Background: an optimization exercise with open tools, aiming at small area, a short achievable clock period and few clock cycles per item. Do not read the settings as production practice. Only simulation tests tie the RTL to the original design; equivalence was not proved. Power and IR drop assume default switching activity.

== job 2652 ==
==> flow/design.v (excerpt) <==
module dsp_core (
	input logic clk,
	input logic reset,
	input logic tick,
	input dsp_pkg::sample_t sample_in,
	input dsp_pkg::command_t command,
	output dsp_pkg::sample_t sample_out,
	output logic ready,
	output dsp_pkg::block_count_t n_blocks_running,
	output logic [31 : 0] commits_accepted
);
clock: 10.0 ns
lec_check: 0
cap_margin: 20
core_margin: 2
core_utilization: 60
cts_buf_list: sky130_fd_sc_hd__clkbuf_8
cts_cluster_diameter: 50
cts_cluster_size: 16
slew_margin: 20
standard.sh (not shown) runs the stock make flow with config.mk's settings and CLKGATE_MAP_FILE= SYNTH_SCRIPT=/design/flow/synth_recipe.tcl, a recipe that flattens the netlist after the stock synthesis.
==> flow/flow/run.sh <==
#!/bin/bash
# The standard layout, with timing repair aiming for 6.5 ns of setup slack
# (a 3.5 ns period) instead of stopping at the 10 ns clock.
set -e
cp standard.sh standard.sh.txt
export SETUP_SLACK_MARGIN=6.5
bash standard.sh > standard.log 2>&1
Job 2652 has completed all stages; timing, DRC and antenna checks passed.
Testbench counts of job 2652, summed over its fixed seeds: cycles 28,751, samples 2,048.
What job 4763 does differently from job 2652 at the input level:
--- a/flow/design.v
+++ b/flow/design.v
@@ -1199,46 +1199,49 @@
 	assign neg = s3_neg ? !(s3_hi_m1 && d_up) : (s3_hi_zero && d_down);
 	always_comb begin
 		if (s3_satd || in_range)
 			res = s_lo[15 : 0];
 		else if (neg)
 			res = 16'sh8000;
 		else
 			res = 16'sh7fff;
 	end
 	logic [3 : 0] tgt;
+	logic rst_q;
 	logic [15 : 0] reg_wdata;
 	logic [15 : 0] res_wdata;
 	logic [15 : 0] ch1_wdata;
 	assign tgt = command.block_target;
-	assign reg_wdata = reset ? 16'd0 : command.reg_val;
-	assign res_wdata = reset ? 16'd0 : res;
-	assign ch1_wdata = reset ? 16'd0 : tick ? sample_in : res;
+	always_ff @(posedge clk)
+		rst_q <= reset;
+	assign reg_wdata = rst_q ? 16'd0 : command.reg_val;
+	assign res_wdata = rst_q ? 16'd0 : res;
+	assign ch1_wdata = rst_q ? 16'd0 : tick ? sample_in : res;
 	always_ff @(posedge clk) begin
 		if (command.instr_write)
 			instrs[tgt] <= command.instr_val[23 : 0];
 	end
 	always_ff @(posedge clk) begin
 		for (int k = 0; k < 16; k++) begin
-			if (reset || (command.reg_write && !command.reg_target && tgt == 4'(k)))
+			if (rst_q || (command.reg_write && !command.reg_target && tgt == 4'(k)))
 				coef0[k] <= reg_wdata;
-			if (reset || (command.reg_write && command.reg_target && tgt == 4'(k)))
+			if (rst_q || (command.reg_write && command.reg_target && tgt == 4'(k)))
 				coef1[k] <= reg_wdata;
 		end
 	end
 	always_ff @(posedge clk) begin
 		for (int k = 0; k < 16; k++) begin
 			if (k == 1) begin
-				if (reset || tick || (s3_v && s3_dest == 4'(k)))
+				if (rst_q || tick || (s3_v && s3_dest == 4'(k)))
 					ch[k] <= ch1_wdata;
 			end else begin
-				if (reset || (s3_v && s3_dest == 4'(k)))
+				if (rst_q || (s3_v && s3_dest == 4'(k)))
 					ch[k] <= res_wdata;
 			end
 		end
 	end
 	always_ff @(posedge clk) begin
 		if (reset) begin
 			sample_out <= '0;
 			commits_accepted <= '0;
 			blk_on <= '0;
 			n_blocks_running <= '0;
### Flow results
- Against job 2652 as the reference, job 4763 delivers a higher number of nets in the finished design.
- Going from job 2652 to job 4763, effective utilization at floorplan shrinks by 0.31 points.
- Changes observed in job 4763 relative to job 2652: synthesized area shows an increase of 590 um^2, total routing usage reported by global routing shows no meaningful change, net count after synthesis shows no meaningful change, hold slack shows a reduction of 5.0 ps.
- Worst slew margin relative to its limit on job 4763 is ahead of job 2652.
- Reported sequential group power went down by a little under 10% going from job 2652 to job 4763.
- Clock input transition at the sequential cells of the worst setup and hold paths across job 4763 and job 2652: no real change.
- Job 2652 has higher register-to-register slack than job 4763.
- The clock sink total of job 4763 and that of job 2652 are within noise of each other.
- Comparing job 4763 and job 2652, the higher first-pass GRT wire length was measured on job 4763.
Testbench counts of job 4763, summed over its fixed seeds: cycles 28,751, samples 2,048.

==> re-timing with driven ports <==
The results above use ideal ports. As a check the final layouts listed here were re-extracted and re-timed, cells and wires unchanged. Step 1 assumes that a clkbuf_16 drives the clock port and a buf_2 every other input. Step 2 times the ports against the registers' clock, not the clock port: input delays grow and output delays shrink by t, the midpoint of the rising clock arrivals with the driver on. a / b / c = ideal / step 1 / step 2; a / b = the first two.
run	shift t [ns]	slack for setup (ns)	worst hold slack (ns)	latest minus earliest clock arrival (ns)	worst data-port slew with drivers (ns)
job 2652	0.970	6.378 / 6.378 / 5.516	0.326 / 0.326 / 0.326	0.074 / 0.074	0.17
job 4763	0.983	6.285 / 6.285 / 5.500	0.321 / 0.321 / 0.321	0.070 / 0.070	0.11
After both steps setup and hold are still met in every run listed. The setup slack of job 2652, which loses most, moves by 0.000 ns with the drivers and by -0.862 ns with both steps.
